This design comes from an exercise in tuning for small area, a short achievable clock period and few clock cycles per item on the open sky130 flow, not from production work. RTL that was checked went through simulation tests only; none was proved equivalent to the original. For run 2, only the layout was checked, not whether the RTL still works. Power figures rest on the tool's default switching activity, not on a simulated workload.

==> flow/flow/run.sh <==
#!/bin/bash
# Layout: the standard layout (standard.sh) with two changes to how it is
# made: the timing repair aims further below the clock period
# (SETUP_SLACK_MARGIN 9.75 instead of 5), and the buffers that the flow puts on
# every input and output port are sky130_fd_sc_hd__buf_4 instead of the default
# delay buffer. The clock period, the constraints and every other setting are
# the standard flow's own.
set -euo pipefail
sed -e 's/SETUP_SLACK_MARGIN=5/SETUP_SLACK_MARGIN=9.75/' standard.sh > standard_m.sh
grep -q 'SETUP_SLACK_MARGIN=9.75' standard_m.sh
export BUFFER_PORTS_ARGS="-buffer_cell sky130_fd_sc_hd__buf_4"
bash standard_m.sh > layout.log 2>&1
==> flow/standard.sh <==
#!/bin/bash
# synth_recipe.tcl (not shown) runs the flow's synth.tcl, then flattens the netlist and writes it again
# the make line also repeats each setting of config.mk as NAME=value (left out here)
make -C /OpenROAD-flow-scripts/flow DESIGN_CONFIG=/design/flow/config.mk WORK_HOME=/design/flow/orfs CLKGATE_MAP_FILE= SYNTH_SCRIPT=/design/flow/synth_recipe.tcl "${@:-finish}"
==> flow/config.mk <==
export PLATFORM = sky130hd
export DESIGN_NAME = infix_expression_evaluator_unit
export DESIGN_NICKNAME = infix_expression_evaluator_unit
export VERILOG_FILES = /design/flow/design.v
export SDC_FILE = /design/flow/constraint.sdc
export NUM_CORES = 4
export LEC_CHECK = 0
export CAP_MARGIN = 30
export CORE_MARGIN = 2
export CORE_UTILIZATION = 40
export CTS_BUF_LIST = sky130_fd_sc_hd__clkbuf_4 sky130_fd_sc_hd__clkbuf_8
export SETUP_SLACK_MARGIN = 5
export SLEW_MARGIN = 30
export TNS_END_PERCENT = 10
==> flow/constraint.sdc <==
create_clock -name core_clock -period 14.0 [get_ports {clk}]
set_input_delay 2.8000 -clock core_clock [delete_from_list [all_inputs] [get_ports {clk}]]
set_output_delay 2.8000 -clock core_clock [all_outputs]
set_load 0.01 [all_outputs]
==> flow/design.v <==
package iee_pkg;
    typedef logic [2:0] status_t;
    localparam status_t ST_OK   = 3'd0;
    localparam status_t ST_DIV0 = 3'd1;
    localparam status_t ST_MAL  = 3'd2;
    localparam status_t ST_OVF  = 3'd3;
    localparam status_t ST_SAT  = 3'd4;
    localparam status_t ST_BAD  = 3'd5;
endpackage
import iee_pkg::*;
module iee_alu #(
    parameter int VW = 48
) (
    input  logic            clk,
    input  logic            rst_n,
    input  logic            start,
    input  logic            isdiv,
    input  logic [VW-1:0]   a,
    input  logic [VW-1:0]   b,
    output logic            done,
    output logic [VW-1:0]   res,
    output logic            sat,
    output logic            div0
);
    localparam int NB = 50;                  
    localparam int CW = 6;
    localparam int AW = 64;                  
    localparam logic [2:0] A_IDLE = 3'd0;
    localparam logic [2:0] A_RUN  = 3'd1;
    localparam logic [2:0] A_FIN  = 3'd2;
    localparam logic [2:0] A_PREP = 3'd3;
    localparam logic [2:0] A_CPA  = 3'd4;
    logic [2:0]     st_reg;
    logic [AW-1:0]  mc_reg, mc_n;            
    logic [CW-1:0]  cnt_reg;
    logic           div_reg, neg_reg, hi_reg, d0_reg;
    logic [VW-1:0]  ma_reg;                  
    logic [VW+1:0]  d3_reg;                  
    logic [NB-1:0]  mb_reg;                  
    logic [AW-1:0]  mh_reg;                  
    logic [AW-1:0]  ml_reg;                  
    logic [VW-1:0]  xa, yb;
    assign xa = a[VW-1] ? (~a + 1'b1) : a;
    assign yb = b[VW-1] ? (~b + 1'b1) : b;
    logic [NB-1:0]  mb_n;
    logic [AW-1:0]  mh_n, ml_n;
    logic [CW-1:0]  cnt_n;
    logic           hi_n, last_n;
    logic [VW+1:0]  r4;
    logic [VW+2:0]  s1, s2, s3;
    logic [AW-1:0]  pr [4];
    logic [AW-1:0]  u1, u2, u3, u4, c1, c2, c3, c4;
    logic [AW:0]    cpa;
    always_comb
    begin
        mb_n   = mb_reg;
        ml_n   = ml_reg;
        mh_n   = mh_reg;
        cnt_n  = cnt_reg;
        hi_n   = hi_reg;
        last_n = 1'b0;
        mc_n   = mc_reg;
        for (int r = 0; r < 4; r++) pr[r] = '0;
        {c1, u1} = '0; {c2, u2} = '0; {c3, u3} = '0; {c4, u4} = '0;
        r4     = {mh_reg[VW-1:0], mb_reg[NB-1:NB-2]};
        s1     = {1'b0, r4} - {3'b000, ma_reg};
        s2     = {1'b0, r4} - {2'b00, ma_reg, 1'b0};
        s3     = {1'b0, r4} - {1'b0, d3_reg};
        if (div_reg) begin
            if (!s3[VW+2]) begin
                mh_n = AW'(s3[VW-1:0]);
                ml_n = {ml_reg[AW-3:0], 2'd3};
            end else if (!s2[VW+2]) begin
                mh_n = AW'(s2[VW-1:0]);
                ml_n = {ml_reg[AW-3:0], 2'd2};
            end else if (!s1[VW+2]) begin
                mh_n = AW'(s1[VW-1:0]);
                ml_n = {ml_reg[AW-3:0], 2'd1};
            end else begin
                mh_n = AW'(r4[VW-1:0]);
                ml_n = {ml_reg[AW-3:0], 2'd0};
            end
            mb_n   = mb_reg << 2;
            cnt_n  = cnt_reg - CW'(2);
            last_n = (cnt_reg == CW'(2));
        end else begin
            for (int r = 0; r < 4; r++)
                pr[r] = mb_reg[r] ? (mh_reg << r) : '0;
            u1 = ml_reg ^ mc_reg ^ pr[0]; c1 = (ml_reg & mc_reg) | (ml_reg & pr[0]) | (mc_reg & pr[0]);
            u2 = pr[1] ^ pr[2] ^ pr[3]; c2 = (pr[1] & pr[2]) | (pr[1] & pr[3]) | (pr[2] & pr[3]);
            u3 = u1 ^ {c1[AW-2:0], 1'b0} ^ u2; c3 = (u1 & {c1[AW-2:0], 1'b0}) | (u1 & u2) | ({c1[AW-2:0], 1'b0} & u2);
            u4 = u3 ^ {c3[AW-2:0], 1'b0} ^ {c2[AW-2:0], 1'b0}; c4 = (u3 & {c3[AW-2:0], 1'b0}) | (u3 & {c2[AW-2:0], 1'b0}) | ({c3[AW-2:0], 1'b0} & {c2[AW-2:0], 1'b0});
            ml_n   = u4;
            mc_n   = {c4[AW-2:0], 1'b0};
            hi_n   = hi_reg || c1[AW-1] || c2[AW-1] || c3[AW-1] || c4[AW-1] ||
                     (mb_reg[1] && mh_reg[AW-1]) || (mb_reg[2] && (mh_reg[AW-1:AW-2] != '0)) ||
                     (mb_reg[3] && (mh_reg[AW-1:AW-3] != '0)) ||
                     ((mh_reg[AW-1:AW-4] != '0) && (mb_reg[NB-1:4] != '0));
            mh_n   = mh_reg << 4;
            mb_n   = mb_reg >> 4;
            last_n = (mb_reg[NB-1:4] == '0);
        end
    end
    assign cpa = {1'b0, ml_reg} + {1'b0, mc_reg};
    logic [VW-1:0]  p;
    logic           rb, ovf;
    always_comb
    begin
        if (div_reg) begin
            p  = ml_reg[NB-1:2];
            rb = ml_reg[1];
        end else begin
            p  = ml_reg[AW-1:16];
            rb = ml_reg[15];
        end
        if (neg_reg) ovf = hi_reg || (p[VW-1] && ((p[VW-2:0] != '0) || rb));
        else         ovf = hi_reg || p[VW-1] || ((&p[VW-2:0]) && rb);
        if (ovf) res = neg_reg ? {1'b1, {(VW-1){1'b0}}} : {1'b0, {(VW-1){1'b1}}};
        else     res = (p ^ {VW{neg_reg}}) + VW'(rb ^ neg_reg);
    end
    assign sat  = ovf;
    assign div0 = d0_reg;
    assign done = (st_reg == A_FIN);
    logic [VW-1:0]  ua, ub, aa, ab, la, lb;
    logic [5:0]     pa, pb;
    always_comb
    begin
        ua = a ^ {VW{a[VW-1]}};
        ub = b ^ {VW{b[VW-1]}};
        aa[VW-1] = 1'b0;
        ab[VW-1] = 1'b0;
        for (int i = VW - 2; i >= 0; i--) begin
            aa[i] = aa[i+1] | ua[i+1];
            ab[i] = ab[i+1] | ub[i+1];
        end
        la = ua & ~aa;
        lb = ub & ~ab;
        for (int j = 0; j < 6; j++) begin
            pa[j] = 1'b0;
            pb[j] = 1'b0;
            for (int i = 0; i < VW; i++) begin
                if ((i >> j) & 1) begin
                    pa[j] = pa[j] | la[i];
                    pb[j] = pb[j] | lb[i];
                end
            end
        end
    end
    logic [5:0]     k_reg;                   
    logic [7:0]     kr;
    logic [5:0]     k, ks;
    logic           hs_n;
    logic [VW+NB-1:0] win;
    always_comb
    begin
        kr = 8'd31 - 8'(pa) - 8'(a[VW-1]) + 8'(pb);
        if (kr[7])               ks = 6'd0;
        else if (kr >= 8'd48)    ks = 6'd48;
        else                     ks = {kr[5:1], 1'b0};
        k = k_reg;
        win  = {mh_reg[VW-1:0], mb_reg} << k;
        hs_n = (ma_reg[VW-1:16] == '0) && (ma_reg[15:0] <= mh_reg[15:0]);
    end
    always_ff @(posedge clk or negedge rst_n)
    begin
        if (!rst_n) begin
            st_reg <= A_IDLE;
        end else begin
            case (st_reg)
                A_IDLE:  if (start) st_reg <= isdiv ? A_PREP : A_RUN;
                A_PREP:  st_reg <= hs_n ? A_FIN : A_RUN;
                A_RUN:   if (last_n) st_reg <= div_reg ? A_FIN : A_CPA;
                A_CPA:   st_reg <= A_FIN;
                default: st_reg <= A_IDLE;
            endcase
        end
    end
    always_ff @(posedge clk)
    begin
        if (st_reg == A_IDLE) begin
            if (start) begin
                div_reg <= isdiv;
                neg_reg <= a[VW-1] ^ b[VW-1];
                k_reg   <= ks;
                hi_reg  <= 1'b0;
                d0_reg  <= 1'b0;
                ml_reg  <= '0;
                mc_reg  <= '0;
                if (isdiv) begin
                    ma_reg  <= yb;
                    mh_reg  <= AW'(xa[VW-1:32]);
                    mb_reg  <= {xa[31:0], 18'd0};
                end else begin
                    if (yb[15:0] == '0) begin
                        mh_reg <= {xa, 16'd0};
                        mb_reg <= NB'(yb[VW-1:16]);
                    end else begin
                        mh_reg <= AW'(xa);
                        mb_reg <= NB'(yb);
                    end
                end
            end
        end else if (st_reg == A_PREP) begin
            hi_reg  <= hs_n;
            d0_reg  <= (ma_reg == '0);
            d3_reg  <= {2'b00, ma_reg} + {1'b0, ma_reg, 1'b0};
            mh_reg  <= AW'(win[VW+NB-1:NB]);
            mb_reg  <= win[NB-1:0];
            cnt_reg <= CW'(NB) - CW'(k);
        end else if (st_reg == A_RUN) begin
            mb_reg  <= mb_n;
            ml_reg  <= ml_n;
            mc_reg  <= mc_n;
            mh_reg  <= mh_n;
            cnt_reg <= cnt_n;
            hi_reg  <= hi_n;
        end else if (st_reg == A_CPA) begin
            ml_reg  <= cpa[AW-1:0];
            hi_reg  <= hi_reg || cpa[AW];
        end
    end
endmodule
import iee_pkg::*;
module infix_expression_evaluator_unit (
    input  logic            clk,
    input  logic            rst_n,
    input  logic            in_valid,
    output logic            in_ready,
    input  logic [7:0]      char_code,
    input  logic            last,
    output logic            out_valid,
    input  logic            out_ready,
    output logic [47:0]     value,
    output logic [2:0]      status
);
    localparam int VW   = 48;
    localparam int SD   = 16;
    localparam int CNW  = 5;
    localparam int FRW  = 36;           
    localparam int TQ   = 5;            
    localparam int TW   = VW + 8;
    localparam logic [VW-1:0] VMAX = {1'b0, {(VW-1){1'b1}}};
    localparam logic [VW-1:0] VMIN = {1'b1, {(VW-1){1'b0}}};
    localparam logic [2:0] S_IDLE = 3'd0;
    localparam logic [2:0] S_END  = 3'd1;
    localparam logic [2:0] S_RED  = 3'd3;
    localparam logic [2:0] S_MD   = 3'd4;
    localparam logic [2:0] S_OUT  = 3'd5;
    localparam logic [1:0] C_OP  = 2'd0;
    localparam logic [1:0] C_RP  = 2'd1;
    localparam logic [1:0] C_END = 2'd2;
    localparam logic [2:0] K_NONE = 3'd0;
    localparam logic [2:0] K_LP   = 3'd1;
    localparam logic [2:0] K_RP   = 3'd2;
    localparam logic [2:0] K_OP   = 3'd3;
    localparam logic [2:0] K_BAD  = 3'd4;
    logic       chv, full;
    logic       c_lst, c_dig, c_dot, c_ws, c_lp, c_rp, c_op, c_md, c_sd;
    logic [3:0] c_d;
    logic       consume, take;
    logic [12:0] e0, e1, ein;
    assign in_ready = !full;
    assign take     = in_valid && !full;
    assign {c_lst, c_d, c_dig, c_dot, c_ws, c_lp, c_rp, c_op, c_md, c_sd} = e0;
    always_comb
    begin
        ein = {last, char_code[3:0],
               (char_code[7:4] == 4'h3) && (char_code[3:0] <= 4'd9),
               (char_code == 8'h2E),
               (char_code == 8'h20) || ((char_code >= 8'd9) && (char_code <= 8'd13)),
               (char_code == 8'h28),
               (char_code == 8'h29),
               (char_code == 8'h2A) || (char_code == 8'h2B) || (char_code == 8'h2D) || (char_code == 8'h2F),
               (char_code == 8'h2A) || (char_code == 8'h2F),
               (char_code == 8'h2D) || (char_code == 8'h2F)};
    end
    always_ff @(posedge clk or negedge rst_n)
    begin
        if (!rst_n) begin
            chv  <= 1'b0;
            full <= 1'b0;
        end else begin
            if (consume) begin
                chv  <= full || take;
                full <= 1'b0;
            end else begin
                chv  <= chv || take;
                full <= full || (chv && take);
            end
        end
    end
    always_ff @(posedge clk)
    begin
        if (consume ? !full : !chv) e0 <= ein;
        else if (consume) e0 <= e1;
        if (!consume && chv && take) e1 <= ein;
    end
    logic           innum_reg, innum_n, dot_reg, dot_n, dot2_reg, dot2_n;
    logic           fendp_reg, fendp_n;         
    logic           fcl_reg, fcl_n;             
    logic           em_l, fresh;
    logic [30:0]    ip_reg, ip_n;
    logic           nsat_reg, nsat_n;           
    logic           fsat_reg, fsat_n;           
    logic [FRW-1:0] fr_reg, fr_n;               
    logic [2:0]     fdig_reg, fdig_n;
    logic           tkv;                        
    logic           tk_num, tk_sat, tk_lst;
    logic [2:0]     tk_k;
    logic           tk_md, tk_sd;
    logic [VW-1:0]  tk_val;
    logic           emit, tk_take, tk_free;
    logic [2:0]     em_k;
    logic [TW-1:0]  tq_h;
    logic [TW-1:0]  tq_e [TQ-1];
    logic [TW-1:0]  tq_in;
    logic [2:0]     tq_cnt;                     
    logic [1:0]     tq_wp, tq_rp;
    assign {tk_num, tk_sat, tk_lst, tk_k, tk_md, tk_sd, tk_val} = tq_h;
    logic [17:0]    tq;
    logic [16:0]    fq;
    assign tq = {1'b0, fr_reg[FRW-1:FRW-17]} + 18'd1;
    assign fq = tq[17:1];
    logic [FRW-1:0] fpr, fpa, fpb;
    always_comb
    begin
        case ({fdig_reg[1:0], c_d})
            6'd0: fpa = 36'h000000000;
            6'd1: fpa = 36'h199999999;
            6'd2: fpa = 36'h333333332;
            6'd3: fpa = 36'h4cccccccb;
            6'd4: fpa = 36'h666666664;
            6'd5: fpa = 36'h7fffffffd;
            6'd6: fpa = 36'h999999996;
            6'd7: fpa = 36'hb3333332f;
            6'd8: fpa = 36'hcccccccc8;
            6'd9: fpa = 36'he66666661;
            6'd16: fpa = 36'h000000000;
            6'd17: fpa = 36'h028f5c28f;
            6'd18: fpa = 36'h051eb851e;
            6'd19: fpa = 36'h07ae147ad;
            6'd20: fpa = 36'h0a3d70a3c;
            6'd21: fpa = 36'h0cccccccb;
            6'd22: fpa = 36'h0f5c28f5a;
            6'd23: fpa = 36'h11eb851e9;
            6'd24: fpa = 36'h147ae1478;
            6'd25: fpa = 36'h170a3d707;
            6'd32: fpa = 36'h000000000;
            6'd33: fpa = 36'h004189374;
            6'd34: fpa = 36'h0083126e8;
            6'd35: fpa = 36'h00c49ba5c;
            6'd36: fpa = 36'h010624dd0;
            6'd37: fpa = 36'h0147ae144;
            6'd38: fpa = 36'h0189374b8;
            6'd39: fpa = 36'h01cac082c;
            6'd40: fpa = 36'h020c49ba0;
            6'd41: fpa = 36'h024dd2f14;
            6'd48: fpa = 36'h000000000;
            6'd49: fpa = 36'h00068db8b;
            6'd50: fpa = 36'h000d1b716;
            6'd51: fpa = 36'h0013a92a1;
            6'd52: fpa = 36'h001a36e2c;
            6'd53: fpa = 36'h0020c49b7;
            6'd54: fpa = 36'h002752542;
            6'd55: fpa = 36'h002de00cd;
            6'd56: fpa = 36'h00346dc58;
            6'd57: fpa = 36'h003afb7e3;
            default: fpa = '0;
        endcase
        case ({fdig_reg[0], c_d})
            5'd0: fpb = 36'h000000000;
            5'd1: fpb = 36'h0000a7c5a;
            5'd2: fpb = 36'h00014f8b4;
            5'd3: fpb = 36'h0001f750e;
            5'd4: fpb = 36'h00029f168;
            5'd5: fpb = 36'h000346dc2;
            5'd6: fpb = 36'h0003eea1c;
            5'd7: fpb = 36'h000496676;
            5'd8: fpb = 36'h00053e2d0;
            5'd9: fpb = 36'h0005e5f2a;
            5'd16: fpb = 36'h000000000;
            5'd17: fpb = 36'h000010c6f;
            5'd18: fpb = 36'h0000218de;
            5'd19: fpb = 36'h00003254d;
            5'd20: fpb = 36'h0000431bc;
            5'd21: fpb = 36'h000053e2b;
            5'd22: fpb = 36'h000064a9a;
            5'd23: fpb = 36'h000075709;
            5'd24: fpb = 36'h000086378;
            5'd25: fpb = 36'h000096fe7;
            default: fpb = '0;
        endcase
        fpr = fdig_reg[2] ? fpb : fpa;
    end
    logic           nsat_close;
    logic [VW-1:0]  nval;
    always_comb
    begin
        nsat_close = 1'b0;
        if (nsat_reg) begin
            nval = VMAX;
            nsat_close = (fq != '0);
        end else if (fq[16]) begin
            if (&ip_reg) begin
                nval = VMAX;
                nsat_close = 1'b1;
            end else begin
                nval = {1'b0, ip_reg + 31'd1, 16'd0};
            end
        end else begin
            nval = {1'b0, ip_reg, fq[15:0]};
        end
    end
    logic [34:0]    ipx;
    assign ipx = {ip_reg, 3'b000} + {3'b000, ip_reg, 1'b0} + 35'(c_d);
    always_comb
    begin
        innum_n  = innum_reg;
        dot_n    = dot_reg;
        dot2_n   = dot2_reg;
        fendp_n  = fendp_reg;
        fcl_n    = fcl_reg;
        ip_n     = ip_reg;
        nsat_n   = nsat_reg;
        fsat_n   = fsat_reg;
        fr_n     = fr_reg;
        fdig_n   = fdig_reg;
        consume  = 1'b0;
        emit     = 1'b0;
        em_l     = c_lst;
        fresh    = 1'b0;
        em_k     = K_NONE;
        if (c_lp)      em_k = K_LP;
        else if (c_rp) em_k = K_RP;
        else if (c_op) em_k = K_OP;
        else if (!c_ws && !c_dig && !c_dot) em_k = K_BAD;
        if (fendp_reg) begin
            em_k = K_NONE;
            em_l = 1'b1;
            if (tk_free) begin
                emit = 1'b1;
                fendp_n = 1'b0;
                fresh = 1'b1;
            end
        end else if (chv) begin
            if ((c_dig || c_dot) && innum_reg && fcl_reg) begin
                em_k = K_NONE;
                em_l = 1'b0;
                if (tk_free) begin
                    emit = 1'b1;
                    fresh = 1'b1;
                end
            end else if (c_dig) begin
                consume = 1'b1;
                if (c_lst) fendp_n = 1'b1;
                if (!innum_reg) begin
                    fresh = 1'b1;
                end else if (dot2_reg) begin
                end else if (dot_reg) begin
                    if (fdig_reg < 3'd6) begin
                        fr_n = fr_reg + fpr;
                        fdig_n = fdig_reg + 1'b1;
                    end
                end else begin
                    if (nsat_reg || ipx[34:31] != '0) begin
                        nsat_n = 1'b1;
                        fsat_n = 1'b1;
                    end else begin
                        ip_n = ipx[30:0];
                    end
                end
            end else if (c_dot) begin
                consume = 1'b1;
                if (c_lst) fendp_n = 1'b1;
                if (!innum_reg) begin
                    fresh = 1'b1;
                end else if (dot_reg) begin
                    dot2_n = 1'b1;
                end else begin
                    dot_n = 1'b1;
                end
            end else if (c_ws && !c_lst) begin
                consume = 1'b1;
                if (innum_reg) fcl_n = 1'b1;
            end else if (tk_free) begin
                emit = 1'b1;
                consume = 1'b1;
            end
        end
        if (emit) begin
            innum_n = 1'b0;
            fcl_n   = 1'b0;
        end
        if (fresh && chv) begin
            if (c_dig || c_dot) begin
                consume = 1'b1;
                if (c_lst) fendp_n = 1'b1;
                innum_n = 1'b1; dot_n = c_dot; dot2_n = 1'b0; fcl_n = 1'b0;
                fr_n = '0;
                fdig_n = '0; nsat_n = 1'b0; fsat_n = 1'b0;
                ip_n = c_dig ? 31'(c_d) : 31'd0;
            end else if (c_ws && !c_lst) begin
                consume = 1'b1;
            end
        end
    end
    always_ff @(posedge clk or negedge rst_n)
    begin
        if (!rst_n) begin
            innum_reg <= 1'b0;
            dot_reg   <= 1'b0;
            dot2_reg  <= 1'b0;
            fendp_reg <= 1'b0;
            fcl_reg   <= 1'b0;
            tq_cnt    <= '0;
            tq_wp     <= '0;
            tq_rp     <= '0;
            tkv       <= 1'b0;
        end else begin
            innum_reg <= innum_n;
            dot_reg   <= dot_n;
            dot2_reg  <= dot2_n;
            fendp_reg <= fendp_n;
            fcl_reg   <= fcl_n;
            if (tk_take || !tkv) begin
                if (tq_cnt != '0) begin
                    tkv   <= 1'b1;
                    tq_rp <= (tq_rp == 2'(TQ - 2)) ? 2'd0 : tq_rp + 2'd1;
                    if (emit) begin
                        tq_wp <= (tq_wp == 2'(TQ - 2)) ? 2'd0 : tq_wp + 2'd1;
                    end else begin
                        tq_cnt <= tq_cnt - 3'd1;
                    end
                end else begin
                    tkv <= emit;
                end
            end else if (emit) begin
                tq_wp  <= (tq_wp == 2'(TQ - 2)) ? 2'd0 : tq_wp + 2'd1;
                tq_cnt <= tq_cnt + 3'd1;
            end
        end
    end
    always_ff @(posedge clk)
    begin
        ip_reg   <= ip_n;
        nsat_reg <= nsat_n;
        fsat_reg <= fsat_n;
        fr_reg   <= fr_n;
        fdig_reg <= fdig_n;
        if (tk_take || !tkv) begin
            if (tq_cnt != '0) tq_h <= tq_e[tq_rp];
            else              tq_h <= tq_in;
        end
        for (int i = 0; i < TQ - 1; i++)
            if (emit && !((tk_take || !tkv) && tq_cnt == '0) && (2'(i) == tq_wp)) tq_e[i] <= tq_in;
    end
    assign tq_in = {innum_reg, innum_reg && (fsat_reg || nsat_close), em_l,
                    em_k, c_md, c_sd, nval};
    logic [2:0]     state_reg, state_n;
    logic [1:0]     ctx_reg, ctx_n;
    logic           pmd_reg, pmd_n, psd_reg, psd_n;      
    logic           elst_reg, elst_n;                    
    iee_pkg::status_t err_reg;
    iee_pkg::status_t err_n;
    logic [CNW-1:0] vcnt_reg, vcnt_n, ocnt_reg, ocnt_n;
    logic [VW-1:0]  vt, vn;
    logic [VW-1:0]  vr [SD-2];
    logic [2:0]     os [SD];                
    logic           vpush, vpopw, opush, opop, opop2, orep;
    logic [VW-1:0]  vres;
    logic [2:0]     onew;
    logic [CNW-1:0] pc;
    logic           ov_reg, ov_n;
    logic           op_reg, op_n;               
    iee_pkg::status_t opst_reg;
    iee_pkg::status_t opst_n;
    logic [VW-1:0]  oval_reg, oval_n;
    iee_pkg::status_t ost_reg;
    iee_pkg::status_t ost_n;
    assign tk_take = (state_reg == S_IDLE) && tkv;
    assign tk_free = (tq_cnt != 3'(TQ - 1)) || !tkv || (state_reg == S_IDLE);
    logic           alu_start, alu_done, alu_sat, alu_d0;
    logic [VW-1:0]  alu_res;
    iee_alu #(.VW(VW)) u_alu (
        .clk   (clk),
        .rst_n (rst_n),
        .start (alu_start),
        .isdiv (os[0][0]),
        .a     (vn),
        .b     (vt),
        .done  (alu_done),
        .res   (alu_res),
        .sat   (alu_sat),
        .div0  (alu_d0)
    );
    assign out_valid = ov_reg;
    assign value     = oval_reg;
    assign status    = ost_reg;
    logic [VW:0]    asum;
    logic [VW-1:0]  ares;
    logic           asat;
    logic [VW:0]    abx;
    assign abx  = {vt[VW-1], vt} ^ {(VW+1){os[0][0]}};
    assign asum = {vn[VW-1], vn} + abx + (VW+1)'(os[0][0]);
    assign asat = (asum[VW] != asum[VW-1]);
    assign ares = asat ? (asum[VW] ? VMIN : VMAX) : asum[VW-1:0];
    logic hard;
    assign hard = (err_reg != ST_OK) && (err_reg != ST_SAT);
    logic           fin, fhard, ohard;
    iee_pkg::status_t fst;
    logic           nxt;        
    logic           red;
    always_comb
    begin
        state_n  = state_reg;
        ctx_n    = ctx_reg;
        pmd_n    = pmd_reg;
        psd_n    = psd_reg;
        elst_n   = elst_reg;
        err_n    = err_reg;
        vcnt_n   = vcnt_reg;
        ocnt_n   = ocnt_reg;
        ov_n     = ov_reg;
        oval_n   = oval_reg;
        ost_n    = ost_reg;
        op_n     = 1'b0;
        opst_n   = opst_reg;
        vpush    = 1'b0;
        vpopw    = 1'b0;
        vres     = ares;
        opush    = 1'b0;
        opop     = 1'b0;
        opop2    = 1'b0;
        orep     = 1'b0;
        onew     = 3'b100;
        alu_start = 1'b0;
        fin      = 1'b0;
        nxt      = 1'b0;
        red      = 1'b0;
        fhard    = 1'b0;
        ohard    = 1'b0;
        fst      = ST_OK;
        pc       = ocnt_reg - 1'b1;
        if (ov_reg && out_ready) ov_n = 1'b0;
        if (op_reg) begin
            ov_n   = 1'b1;
            ost_n  = opst_reg;
            oval_n = ((opst_reg != ST_OK) && (opst_reg != ST_SAT)) ? '0 : vt;
        end
        case (state_reg)
            S_IDLE:
            begin
                if (tkv) begin
                    if (hard) begin
                        if (tk_lst) fin = 1'b1;
                    end else begin
                        if (tk_num) begin
                            if (tk_sat && err_n == ST_OK) err_n = ST_SAT;
                            if (vcnt_reg >= CNW'(SD)) begin
                                if (err_n == ST_OK || err_n == ST_SAT) err_n = ST_OVF;
                            end else begin
                                vpush  = 1'b1;
                                vcnt_n = vcnt_reg + 1'b1;
                            end
                        end
                        state_n = tk_lst ? S_END : S_IDLE;
                        case (tk_k)
                            K_LP:
                            begin
                                if (ocnt_reg >= CNW'(SD)) begin
                                    if (err_n == ST_OK || err_n == ST_SAT) err_n = ST_OVF;
                                end else begin
                                    opush = 1'b1; onew = 3'b100;
                                    ocnt_n = ocnt_reg + 1'b1;
                                end
                            end
                            K_RP:
                            begin
                                if (ocnt_reg == '0) begin
                                    if (err_n == ST_OK || err_n == ST_SAT) err_n = ST_MAL;
                                end else if (os[0][2]) begin
                                    opop = 1'b1;
                                    ocnt_n = ocnt_reg - 1'b1;
                                end else begin
                                    ctx_n = C_RP; elst_n = tk_lst; state_n = S_RED;
                                end
                            end
                            K_OP:
                            begin
                                if (ocnt_reg != '0 && !os[0][2] && (os[0][1] || !tk_md)) begin
                                    ctx_n = C_OP; elst_n = tk_lst; pmd_n = tk_md; psd_n = tk_sd;
                                    state_n = S_RED;
                                end else if (ocnt_reg >= CNW'(SD)) begin
                                    if (err_n == ST_OK || err_n == ST_SAT) err_n = ST_OVF;
                                end else begin
                                    opush = 1'b1; onew = {1'b0, tk_md, tk_sd};
                                    ocnt_n = ocnt_reg + 1'b1;
                                end
                            end
                            K_BAD:
                            begin
                                if (err_n == ST_OK || err_n == ST_SAT) err_n = ST_BAD;
                            end
                            default:
                            begin
                                if (tk_lst) begin
                                    if ((err_n != ST_OK && err_n != ST_SAT) || ocnt_reg == '0) begin
                                        fin = 1'b1;
                                    end else if (os[0][2]) begin
                                        err_n = ST_MAL;
                                        fin = 1'b1;
                                    end else begin
                                        ctx_n = C_END; state_n = S_RED;
                                    end
                                end
                            end
                        endcase
                    end
                end
            end
            S_END:
            begin
                if (hard || ocnt_reg == '0) begin
                    fin = 1'b1;
                end else if (os[0][2]) begin
                    err_n = ST_MAL;
                    fin = 1'b1;
                end else begin
                    ctx_n = C_END; state_n = S_RED;
                end
            end
            S_RED:
            begin
                if (hard) begin
                    if (ctx_reg == C_END) fin = 1'b1;
                    else state_n = elst_reg ? S_END : S_IDLE;
                end else begin
                    case (ctx_reg)
                        C_RP:
                        begin
                            if (ocnt_reg == '0) begin
                                err_n = ST_MAL;
                                state_n = elst_reg ? S_END : S_IDLE;
                            end else if (os[0][2]) begin
                                opop = 1'b1;
                                ocnt_n = ocnt_reg - 1'b1;
                                state_n = elst_reg ? S_END : S_IDLE;
                            end else begin
                                red = 1'b1;
                            end
                        end
                        C_OP:
                        begin
                            if (ocnt_reg != '0 && !os[0][2] && (os[0][1] || !pmd_reg)) begin
                                red = 1'b1;
                            end else begin
                                if (ocnt_reg >= CNW'(SD)) begin
                                    err_n = ST_OVF;
                                end else begin
                                    opush = 1'b1; onew = {1'b0, pmd_reg, psd_reg};
                                    ocnt_n = ocnt_reg + 1'b1;
                                end
                                state_n = elst_reg ? S_END : S_IDLE;
                            end
                        end
                        default:
                        begin
                            if (ocnt_reg == '0) begin
                                fin = 1'b1;
                            end else if (os[0][2]) begin
                                err_n = ST_MAL;
                                fin = 1'b1;
                            end else begin
                                red = 1'b1;
                            end
                        end
                    endcase
                    if (red) begin
                        if (vcnt_reg < CNW'(2)) begin
                            opop = 1'b1;
                            ocnt_n = ocnt_reg - 1'b1;
                            err_n = ST_MAL;
                        end else if (!os[0][1]) begin
                            opop = 1'b1;
                            ocnt_n = ocnt_reg - 1'b1;
                            vpopw = 1'b1; vres = ares;
                            vcnt_n = vcnt_reg - 1'b1;
                            if (asat && err_n == ST_OK) err_n = ST_SAT;
                            nxt = 1'b1;
                        end else begin
                            alu_start = 1'b1;
                            state_n = S_MD;
                        end
                    end
                end
            end
            S_MD:
            begin
                if (alu_done) begin
                    opop = 1'b1;
                    ocnt_n = ocnt_reg - 1'b1;
                    vpopw = 1'b1; vres = alu_res;
                    vcnt_n = vcnt_reg - 1'b1;
                    state_n = S_RED;
                    if (alu_d0) begin
                        err_n = ST_DIV0;
                    end else begin
                        if (alu_sat && err_n == ST_OK) err_n = ST_SAT;
                        nxt = 1'b1;
                    end
                end
            end
            S_OUT:
            begin
                fin = 1'b1;
            end
            default: state_n = S_IDLE;
        endcase
        if (nxt) begin
            case (ctx_reg)
                C_OP:
                begin
                    if (!(pc != '0 && !os[1][2] && (os[1][1] || !pmd_reg))) begin
                        opop = 1'b0; orep = 1'b1; onew = {1'b0, pmd_reg, psd_reg};
                        ocnt_n = ocnt_reg;
                        state_n = elst_reg ? S_END : S_IDLE;
                    end
                end
                C_RP:
                begin
                    if (pc == '0) begin
                        err_n = ST_MAL;
                        state_n = elst_reg ? S_END : S_IDLE;
                    end else if (os[1][2]) begin
                        opop = 1'b0; opop2 = 1'b1;
                        ocnt_n = ocnt_reg - 2'd2;
                        state_n = elst_reg ? S_END : S_IDLE;
                    end
                end
                default:
                begin
                    if (pc == '0) begin
                        fin = 1'b1;
                    end else if (os[1][2]) begin
                        err_n = ST_MAL;
                        fin = 1'b1;
                    end
                end
            endcase
        end
        if (fin) begin
            fhard = (err_n != ST_OK) && (err_n != ST_SAT);
            fst   = (!fhard && vcnt_n != CNW'(1)) ? ST_MAL : err_n;
            ohard = (fst != ST_OK) && (fst != ST_SAT);
            if (!ov_reg && !op_reg) begin
                op_n    = 1'b1;
                opst_n  = fst;
                vcnt_n  = '0;
                ocnt_n  = '0;
                err_n   = ST_OK;
                state_n = S_IDLE;
            end else begin
                state_n = S_OUT;
            end
        end
    end
    always_ff @(posedge clk or negedge rst_n)
    begin
        if (!rst_n) begin
            state_reg <= S_IDLE;
            ctx_reg   <= C_OP;
            elst_reg  <= 1'b0;
            err_reg   <= ST_OK;
            vcnt_reg  <= '0;
            ocnt_reg  <= '0;
            ov_reg    <= 1'b0;
            op_reg    <= 1'b0;
        end else begin
            state_reg <= state_n;
            ctx_reg   <= ctx_n;
            elst_reg  <= elst_n;
            err_reg   <= err_n;
            vcnt_reg  <= vcnt_n;
            ocnt_reg  <= ocnt_n;
            ov_reg    <= ov_n;
            op_reg    <= op_n;
        end
    end
    always_ff @(posedge clk)
    begin
        pmd_reg  <= pmd_n;
        psd_reg  <= psd_n;
        oval_reg <= oval_n;
        ost_reg  <= ost_n;
        opst_reg <= opst_n;
    end
    always_ff @(posedge clk)
    begin
        if (vpush) begin
            vt <= tk_val;
            vn <= vt;
            if (vcnt_reg >= CNW'(2)) vr[4'(vcnt_reg - 2'd2)] <= vn;
        end else if (vpopw) begin
            vt <= vres;
            if (vcnt_reg >= CNW'(3)) vn <= vr[4'(vcnt_reg - 2'd3)];
        end
        if (opush) begin
            os[0] <= onew;
            for (int i = 1; i < SD; i++) os[i] <= os[i-1];
        end else if (orep) begin
            os[0] <= onew;
        end else if (opop) begin
            for (int i = 0; i < SD - 1; i++) os[i] <= os[i+1];
        end else if (opop2) begin
            for (int i = 0; i < SD - 2; i++) os[i] <= os[i+2];
        end
    end
endmodule
==> results_dict.tcl, run 1 <==
set metrics [dict create \
    grt_pass1_vias 90727 \
    clk_pin_slew_worst_paths_ns 0.06 \
    drt.antenna.violating_nets 0 \
    reg2reg_from "vt[0]$_DFFE_PP_" \
    grt_first_pass_wirelength_microns 615000 \
    rr_worst_depth 15 \
    vias_per_cell 6.18 \
    wl_microns 425000 \
    syn-num-nets 11749 \
    area_growth_pct 15.5 \
    clkSinkCount 1635 \
    period_share_pct 33.7 \
    finalWeightedCongestion 1.02 \
    synth_edf_count 1524 \
    regMostFlops "vr" \
    ys_top_cells_by_area "edfxtp_1 (41%), ha_1 (5.6%), fa_1 (4.6%)" \
    ys_ff_latch 1635 \
    seqCellArea_sq_mm 0.0482 \
    numCtsBuffers 301 \
    critical_path.endpoint_type "flip-flop" \
    tritoncts "yes" \
    ys.flop_type "edfxtp_1" \
    hold_viol 0 \
    run_status "complete, no violations" \
    path_class "reg2reg" \
    synth-async-reset-ratio_pct 2.39 \
    place_inst 14297 \
    drtIter0Drc 11772 \
    dp_hpwl_microns 285000 \
    num_rows 194 \
    multi_input_area_sq_mm 0.0617 \
    portBuffers 65 \
    finalCriticalPeriod_ns 4.72 \
    rsz0062_at_grt "yes" \
    synth_cell_types 91 \
    required_ns 14.78 \
    wl_per_cell_microns 27.8 \
    final_cells 15256 \
    fillCellCount 25999 \
    drive_gt1_share_pct 16.9 \
    clockBufferDepth 4 \
    skew_ns 0.110 \
    core_sq_mm 0.279 \
    fmax_ghz 0.212 \
    die_h_microns 534 \
    ys_seq_area_share_pct 42.9 \
    grt_max_degree 108 \
    die_x_microns 534 \
    powerDensity_mw_per_mm2 168 \
    clk_latency_ns 1.08 \
    grt_usage_pct 28.7 \
    finalSetupViolCount 0 \
    netlist.area_leader.share_pct 40.8 \
    crit_path_cell_trace "buf_4 -> clkinvlp_4 -> ha_1 -> nand2_1 -> o21ai_0 -> xnor2_1 -> or2_2 -> or3_4 -> nor4_4 -> buf_12 -> buf_12 -> nor2_1 -> a21oi_1 -> o22ai_1 -> a211o_1" \
    synthesis.area_sq_mm 0.112 \
    hp-start "fr_reg[15]$_DFF_P_" \
    arrival_ns 5.50 \
    slew_headroom_pct 24.7 \
    first_pass_iters 14 \
    syn_inst 10980 \
    final_common_cell "edfxtp_1" \
    vdd_ir_drop_max_uv 143 \
    drc_errors 0 \
    maxCapViolCount 0 \
    hold_path_depth 2 \
    htreeDepth 5 \
    cp_max_fo 7 \
    synth_area_per_cell_sq_um 10.2 \
    hold_class "reg2reg" \
    drv_slew 0 \
    max_slew.worst_pin.slew_ns 1.12 \
    cp-startpoint "vt[0]$_DFFE_PP_" \
    post-synth-top-area-cell "edfxtp_1" \
    critPathSlowestCell "a21oi_1" \
    top_level_ports 66 \
    start_kind "flip-flop" \
    dieArea_sq_mm 0.285 \
    cp_slowest_stage_delay_ns 0.47 \
    power.total_mw 21.8 \
    globalRoute.totalOverflow 0 \
    tns_ns 0 \
    num_vias 94276 \
    largestRegisters "vr (672), tq_e (220)" \
    root_buffer "clkbuf_8" \
    initial_core_util_pct 40.2 \
    p_leak_nw 49.4 \
    hold_buffers 0 \
    mostFrequentLayoutCells "edfxtp_1 (1524), nand2_1 (1066), a21oi_1 (760)" \
    nets 12056 \
    path_common_cell "buf_12" \
    grt_antenna_before_repair 31 \
    yosysWarnings 7 \
    largest_reg_flops 672 \
]
stage by stage:
| step | instance area (sq um) | worst slack [ns] | hold WS [ns] | utilization (%) |
|---|---|---|---|---|
| floorplan | 112000 | 8.69 | 0.400 | - |
| global placement | 117000 | 7.88 | 0.445 | 41.8 |
| detailed placement | 117000 | 7.77 | 0.446 | 41.9 |
| CTS | 128000 | 9.28 | 0.457 | 46.0 |
| global route | 130000 | 9.07 | 0.489 | 46.4 |
| finish | 130000 | 9.28 | 0.458 | 46.5 |
per-layer routing:
metal | up-vias | track usage, % | wire length (microns)
met3 | 1112 | 6.02 | 42300
met5 | - | 0 | 122
met4 | 20 | 14.0 | 23500
met2 | 5182 | 44.0 | 187000
li1 | 41148 | - | -
met1 | 46814 | 38.7 | 171000
final timing paths:
kind	to	slack, ns
setup / recovery	u_alu.mh_reg[37]$_DFFE_PP_	9.28
hold / removal	fr_reg[15]$_DFF_P_	0.46
setup reg to reg	u_alu.mh_reg[37]$_DFFE_PP_	9.28
hold reg to reg	fr_reg[15]$_DFF_P_	0.46
max in group asynchronous	op_reg$_DFF_PN0_	11.57
min in group asynchronous	tq_rp[0]$_DFFE_PN0P_	1.82
power by group:
group	internal, mW	switching [mW]	leakage, nW
Sequential	6.39	0.570	14.8
Combinational	3.88	6.24	31.5
Clock	2.47	2.21	3.11
Yosys cell counts, drive strengths merged, types with 89 or more instances:
master     n
and2     334
mux2i    334
xor2     235
mux2      89
a21o     250
nand3    189
mux4     219
nor2     708
fa       258
a21oi    831
a211oi   172
nand2   1087
nand2b    98
xnor2    344
a31oi    101
buf      131
edfxtp  1524
ha       498
o21ai    796
nor3     168
inv      620
clkbuf   542
kinds of logic after synthesis:
family          after synthesis  share of synthesized area, %
compound gates             2981                          16.7
xor+xnor                    582                          4.58
fa+ha+maj                   756                          10.2
buf+inv                    1298                          4.38
flops                      1635                          42.9
mux                         642                          8.26
simple gates               3086                          13.0
worst max-delay path, delay by kind of cell, from the launching register on:
family                   cells  cell delay, ns
AND/OR/NAND/NOR              5            1.29
AO/OA/AOI/OAI                4            1.27
buffers and inverters        4            0.95
XOR/XNOR                     1            0.34
flip-flops                   1            0.33
adder cells (fa/ha/maj)      1            0.30
what timing repair did:
item | CTS | global route
setup buffers | 294 | 73
resized for setup | 588 | 99
endpoints found under the setup margin | 1075 | 1151
pin swaps | 205 | 42
gates cloned | 32 | 2
layout make-up:
type	instances	area share, %
diodes	13	0.0251
clock inverters	137	0.786
repair buffers	676	5.19
flip-flops and latches	1635	37.2
well taps	3724	3.59
multi-input cells	8048	47.6
clock buffers	398	3.80
inverters	625	1.84
Testbench counts, summed over its fixed seeds: cycles 24,566, exprs 512.
==> run 2, diff against run 1 <==
--- a/flow/design.v
+++ b/flow/design.v
@@ -29,9 +29,7 @@
     localparam logic [2:0] A_RUN  = 3'd1;
     localparam logic [2:0] A_FIN  = 3'd2;
     localparam logic [2:0] A_PREP = 3'd3;
-    localparam logic [2:0] A_CPA  = 3'd4;
     logic [2:0]     st_reg;
-    logic [AW-1:0]  mc_reg, mc_n;            
     logic [CW-1:0]  cnt_reg;
     logic           div_reg, neg_reg, hi_reg, d0_reg;
     logic [VW-1:0]  ma_reg;                  
@@ -48,9 +46,7 @@
     logic           hi_n, last_n;
     logic [VW+1:0]  r4;
     logic [VW+2:0]  s1, s2, s3;
-    logic [AW-1:0]  pr [4];
-    logic [AW-1:0]  u1, u2, u3, u4, c1, c2, c3, c4;
-    logic [AW:0]    cpa;
+    logic [AW+4:0]  t;
     always_comb
     begin
         mb_n   = mb_reg;
@@ -59,9 +55,7 @@
         cnt_n  = cnt_reg;
         hi_n   = hi_reg;
         last_n = 1'b0;
-        mc_n   = mc_reg;
-        for (int r = 0; r < 4; r++) pr[r] = '0;
-        {c1, u1} = '0; {c2, u2} = '0; {c3, u3} = '0; {c4, u4} = '0;
+        t      = '0;
         r4     = {mh_reg[VW-1:0], mb_reg[NB-1:NB-2]};
         s1     = {1'b0, r4} - {3'b000, ma_reg};
         s2     = {1'b0, r4} - {2'b00, ma_reg, 1'b0};
@@ -84,24 +78,15 @@
             cnt_n  = cnt_reg - CW'(2);
             last_n = (cnt_reg == CW'(2));
         end else begin
-            for (int r = 0; r < 4; r++)
-                pr[r] = mb_reg[r] ? (mh_reg << r) : '0;
-            u1 = ml_reg ^ mc_reg ^ pr[0]; c1 = (ml_reg & mc_reg) | (ml_reg & pr[0]) | (mc_reg & pr[0]);
-            u2 = pr[1] ^ pr[2] ^ pr[3]; c2 = (pr[1] & pr[2]) | (pr[1] & pr[3]) | (pr[2] & pr[3]);
-            u3 = u1 ^ {c1[AW-2:0], 1'b0} ^ u2; c3 = (u1 & {c1[AW-2:0], 1'b0}) | (u1 & u2) | ({c1[AW-2:0], 1'b0} & u2);
-            u4 = u3 ^ {c3[AW-2:0], 1'b0} ^ {c2[AW-2:0], 1'b0}; c4 = (u3 & {c3[AW-2:0], 1'b0}) | (u3 & {c2[AW-2:0], 1'b0}) | ({c3[AW-2:0], 1'b0} & {c2[AW-2:0], 1'b0});
-            ml_n   = u4;
-            mc_n   = {c4[AW-2:0], 1'b0};
-            hi_n   = hi_reg || c1[AW-1] || c2[AW-1] || c3[AW-1] || c4[AW-1] ||
-                     (mb_reg[1] && mh_reg[AW-1]) || (mb_reg[2] && (mh_reg[AW-1:AW-2] != '0)) ||
-                     (mb_reg[3] && (mh_reg[AW-1:AW-3] != '0)) ||
+            t      = (AW+5)'(ml_reg) + (AW+5)'(mh_reg) * (AW+5)'(mb_reg[3:0]);
+            ml_n   = t[AW-1:0];
+            hi_n   = hi_reg || (t[AW+4:AW] != '0) ||
                      ((mh_reg[AW-1:AW-4] != '0) && (mb_reg[NB-1:4] != '0));
             mh_n   = mh_reg << 4;
             mb_n   = mb_reg >> 4;
             last_n = (mb_reg[NB-1:4] == '0);
         end
     end
-    assign cpa = {1'b0, ml_reg} + {1'b0, mc_reg};
     logic [VW-1:0]  p;
     logic           rb, ovf;
     always_comb
@@ -169,8 +154,7 @@
             case (st_reg)
                 A_IDLE:  if (start) st_reg <= isdiv ? A_PREP : A_RUN;
                 A_PREP:  st_reg <= hs_n ? A_FIN : A_RUN;
-                A_RUN:   if (last_n) st_reg <= div_reg ? A_FIN : A_CPA;
-                A_CPA:   st_reg <= A_FIN;
+                A_RUN:   if (last_n) st_reg <= A_FIN;
                 default: st_reg <= A_IDLE;
             endcase
         end
@@ -185,7 +169,6 @@
                 hi_reg  <= 1'b0;
                 d0_reg  <= 1'b0;
                 ml_reg  <= '0;
-                mc_reg  <= '0;
                 if (isdiv) begin
                     ma_reg  <= yb;
                     mh_reg  <= AW'(xa[VW-1:32]);
@@ -210,13 +193,9 @@
         end else if (st_reg == A_RUN) begin
             mb_reg  <= mb_n;
             ml_reg  <= ml_n;
-            mc_reg  <= mc_n;
             mh_reg  <= mh_n;
             cnt_reg <= cnt_n;
             hi_reg  <= hi_n;
-        end else if (st_reg == A_CPA) begin
-            ml_reg  <= cpa[AW-1:0];
-            hi_reg  <= hi_reg || cpa[AW];
         end
     end
 endmodule
==> flow/flow/run.sh (replaced) <==
#!/bin/bash
# Layout: the standard layout (standard.sh), with the timing repair aiming
# further below the clock period (SETUP_SLACK_MARGIN 9.5 instead of 5). The clock
# period, the constraints and every other setting are the standard flow's own.
set -euo pipefail
sed -e 's/SETUP_SLACK_MARGIN=5/SETUP_SLACK_MARGIN=9.5/' standard.sh > standard_m.sh
grep -q 'SETUP_SLACK_MARGIN=9.5' standard_m.sh
bash standard_m.sh > layout.log 2>&1
--- a/flow/config.mk
+++ b/flow/config.mk
@@ -5,10 +5,10 @@
 export SDC_FILE = /design/flow/constraint.sdc
 export NUM_CORES = 4
 export LEC_CHECK = 0
-export CAP_MARGIN = 30
+export CAP_MARGIN = 20
 export CORE_MARGIN = 2
 export CORE_UTILIZATION = 40
 export CTS_BUF_LIST = sky130_fd_sc_hd__clkbuf_4 sky130_fd_sc_hd__clkbuf_8
 export SETUP_SLACK_MARGIN = 5
-export SLEW_MARGIN = 30
+export SLEW_MARGIN = 20
 export TNS_END_PERCENT = 10
==> results_dict.tcl, run 2 <==
set metrics [dict create \
    wl_per_cell_microns 30.4 \
    portBuffers 65 \
    skew_ns 0.0722 \
    yosysWarnings 6 \
    drc_errors 0 \
    internal-power_mw 7.58 \
    power.total_mw 9.72 \
    initial_core_util_pct 40.2 \
    cp_top_family "compound AO/OA/AOI/OAI gates" \
    die_h_microns 523 \
    clk_pin_slew_worst_paths_ns 0.06 \
    clk_latency_ns 1.02 \
    max_slew.worst_pin.slew_ns 1.36 \
    reg2reg_from "u_alu.mb_reg[2]$_DFFE_PP_" \
    start_kind "flip-flop" \
    power_frac_seq_pct 52.1 \
    clkSinkCount 1573 \
    cp_slowest_stage_delay_ns 0.56 \
    finalCriticalPeriod_ns 5.43 \
    num_rows 190 \
    clockPowerShare_pct 46.6 \
    grt_first_pass_wirelength_microns 634000 \
    hold_viol 0 \
    period_share_pct 38.8 \
    die_x_microns 523 \
    synth_edf_count 1463 \
    dp_hpwl_microns 305000 \
    ys.flop_type "edfxtp_1" \
    ys_top_cells_by_area "edfxtp_1 (41%), ha_1 (6.0%), nand2_1 (4.4%)" \
    netlist.area_leader.share_pct 40.7 \
    synth_area_per_cell_sq_um 10.1 \
    dieArea_sq_mm 0.274 \
    grt_usage_pct 31.7 \
    swShare_pct 22.0 \
    tns_ns 0 \
    first_pass_iters 8 \
    synthesis.area_sq_mm 0.108 \
    vdd_ir_drop_max_uv 73.7 \
    synth_common_cells "edfxtp_1 (1463), nand2_1 (1253), nor2_1 (811), a21oi_1 (805), o21ai_0 (677)" \
    nets 11691 \
    r2r_end "u_alu.ml_reg[43]$_SDFFCE_PP0P_" \
    finalWeightedCongestion 1.03 \
    switching_power_mw 2.14 \
    required_ns 14.83 \
    critical_path.endpoint_type "flip-flop" \
    top_level_ports 66 \
    final_common_cell "edfxtp_1" \
    combPwrFrac_pct 1.3 \
    hold_path_depth 2 \
    p_leak_nw 44.4 \
    synth_cell_types 105 \
    num_vias 92382 \
    cp_max_fo 6 \
    critPathSlowestCell "fa_1" \
    syn_inst 10646 \
    wl_microns 448000 \
    ys_seq_area_share_pct 42.9 \
    numCtsBuffers 285 \
    finalSetupViolCount 0 \
    vias_per_cell 6.27 \
    root_buffer "clkbuf_8" \
    path_class "reg2reg" \
    drtIter0Drc 11173 \
    hold_class "reg2reg" \
    core_sq_mm 0.268 \
    run_status "complete, no violations" \
    drt.antenna.violating_nets 0 \
    powerDensity_mw_per_mm2 77.9 \
    crit_path_cell_trace "buf_12 -> buf_16 -> buf_12 -> nand2_4 -> fa_1 -> inv_1 -> fa_1 -> fa_1 -> ha_4 -> a221oi_2 -> o21ai_1 -> a221oi_2 -> o21a_2 -> a31o_4 -> buf_6 -> o21ai_4 -> a221o_1 -> a31oi_4 -> nor2_2 -> or4b_4 -> a31oi_1" \
    ys_ff_latch 1573 \
    arrival_ns 6.27 \
    tritoncts "yes" \
    hp-start "fr_reg[16]$_DFF_P_" \
    path_common_cell "fa_1" \
    synth-async-reset-ratio_pct 2.42 \
    grt_antenna_before_repair 29 \
    clockBufferDepth 4 \
    maxCapViolCount 0 \
    area_growth_pct 15.6 \
    fmax_ghz 0.184 \
    syn-num-nets 11372 \
    globalRoute.totalOverflow 0 \
    post-synth-top-area-cell "edfxtp_1" \
    rr_worst_depth 21 \
    path_buf_inv 5 \
    rsz0062_at_grt "yes" \
    drv_slew 0 \
    r2r_setup_slack_ns 8.57 \
    drive_gt1_share_pct 16.1 \
    mostFrequentLayoutCells "edfxtp_1 (1463), nand2_1 (1231), nor2_1 (782)" \
    hold_end "fr_reg[16]$_DFF_P_" \
    largestRegisters "vr (672), tq_e (220)" \
    slew_headroom_pct 8.60 \
    grt_pass1_vias 88965 \
    grt_max_degree 92 \
    htreeDepth 5 \
    regMostFlops "vr" \
    yosysMostFrequentCell "edfxtp_1" \
    largest_reg_flops 672 \
]
run 2: what timing repair did:
item | 4_1_cts | 5_1_grt
gates cloned | 28 | 10
pin swaps | 146 | 55
buffers inserted | 270 | 57
hold buffers | 0 | 0
endpoints found under the setup margin | 485 | 625
gates resized for setup | 442 | 152
run 2: kinds of logic (layout without fill, tap and decap cells):
kind of cell	after synthesis	in the layout	synth area share, %
flops	1573	1573	42.9
other cells	0	14	0
buf+inv	1076	1604	3.88
compound gates	2908	2908	17.3
mux	591	591	7.83
simple gates	3205	3205	13.6
fa+ha+maj	713	713	9.65
xor+xnor	580	580	4.73
run 2: area by class of cell:
type	instances	area, sq um
Inverter	432	1650
Multi-Input combinational cell	7997	59800
Clock buffer	380	4680
Sequential cell	1573	46300
Tap cell	3552	4440
Antenna cell	14	35.0
Timing Repair Buffer	676	6660
Clock inverter	116	1020
Fill cell	25033	143000
run 2: worst max path at each step:
| stage | startpoint | to | depth (start not counted) |
|---|---|---|---|
| 2_1_floorplan | u_alu.mb_reg[1]$_DFFE_PP_ | u_alu.ml_reg[43]$_SDFFCE_PP0P_ | 20 |
| 3_3_place_gp | u_alu.mb_reg[0]$_DFFE_PP_ | u_alu.hi_reg$_SDFFCE_PP0P_ | 17 |
| 3_5_place_dp | u_alu.mb_reg[0]$_DFFE_PP_ | u_alu.hi_reg$_SDFFCE_PP0P_ | 17 |
| 4_1_cts | u_alu.mb_reg[1]$_DFFE_PP_ | u_alu.hi_reg$_SDFFCE_PP0P_ | 20 |
| 5_1_grt | u_alu.mb_reg[2]$_DFFE_PP_ | u_alu.hi_reg$_SDFFCE_PP0P_ | 21 |
| 6_report | u_alu.mb_reg[2]$_DFFE_PP_ | u_alu.ml_reg[43]$_SDFFCE_PP0P_ | 21 |
run 2: worst min-delay path, delay by kind of cell, from the launching register on:
| family | cells | cell delay (ns) |
|---|---|---|
| flops | 1 | 0.31 |
| simple gates | 1 | 0.05 |
| compound gates | 1 | 0.05 |
run 2: per-stage QoR:
step	std cells	hold slack (ns)	setup slack, ns	cell area [sq um]	util, %
final	14740	0.453	8.57	125000	46.5
after global routing	14728	0.479	8.47	125000	46.5
after CTS	14658	0.458	8.62	123000	46.0
after detailed placement	13864	0.450	7.07	113000	42.0
after global placement	13864	0.444	7.14	113000	42.0
after floorplan	10646	0.400	8.39	108000	-
run 2: power groups by stage:
stage                     Clock [mW]  Combinational (mW)  Sequential [mW]
after floorplan                    0              0.0603             5.16
after global placement             0              0.0949             5.16
after detailed placement           0              0.0939             5.16
after CTS                       4.60               0.120             5.06
after global routing            4.80               0.131             5.06
final                           4.53               0.122             5.06
run 2: layer usage:
| metal | track usage (%) | part of all wire [%] |
|---|---|---|
| met3 | 6.43 | 8.9 |
| met2 | 49.2 | 44 |
| met5 | 0 | 0.023 |
| met4 | 19.7 | 7.4 |
| met1 | 40.5 | 39 |

what the ideal ports hide:
The results above use ideal ports. As a check the final layouts listed here were re-extracted and re-timed, cells and wires unchanged.
Step 1, drivers: a clkbuf_16 drives clk and a buf_2 each remaining input, both assumed.
Step 2 also shifts input and output timing later by t, the mid clock arrival at the registers, as if the neighbouring blocks saw the same clock.
Slacks: ideal / step 1 / step 2; pairs: ideal / step 1.
| run | t, ns | setup WS [ns] | clock arrival spread, ns | worst register clock-pin slew, ns |
|---|---|---|---|---|
| run 1 | 1.108 | 9.275 / 9.275 / 9.275 | 0.119 / 0.119 | 0.07 / 0.07 |
| run 2 | 1.059 | 8.568 / 8.568 / 8.568 | 0.072 / 0.073 | 0.08 / 0.08 |
After both steps setup and hold are still met in every run listed.
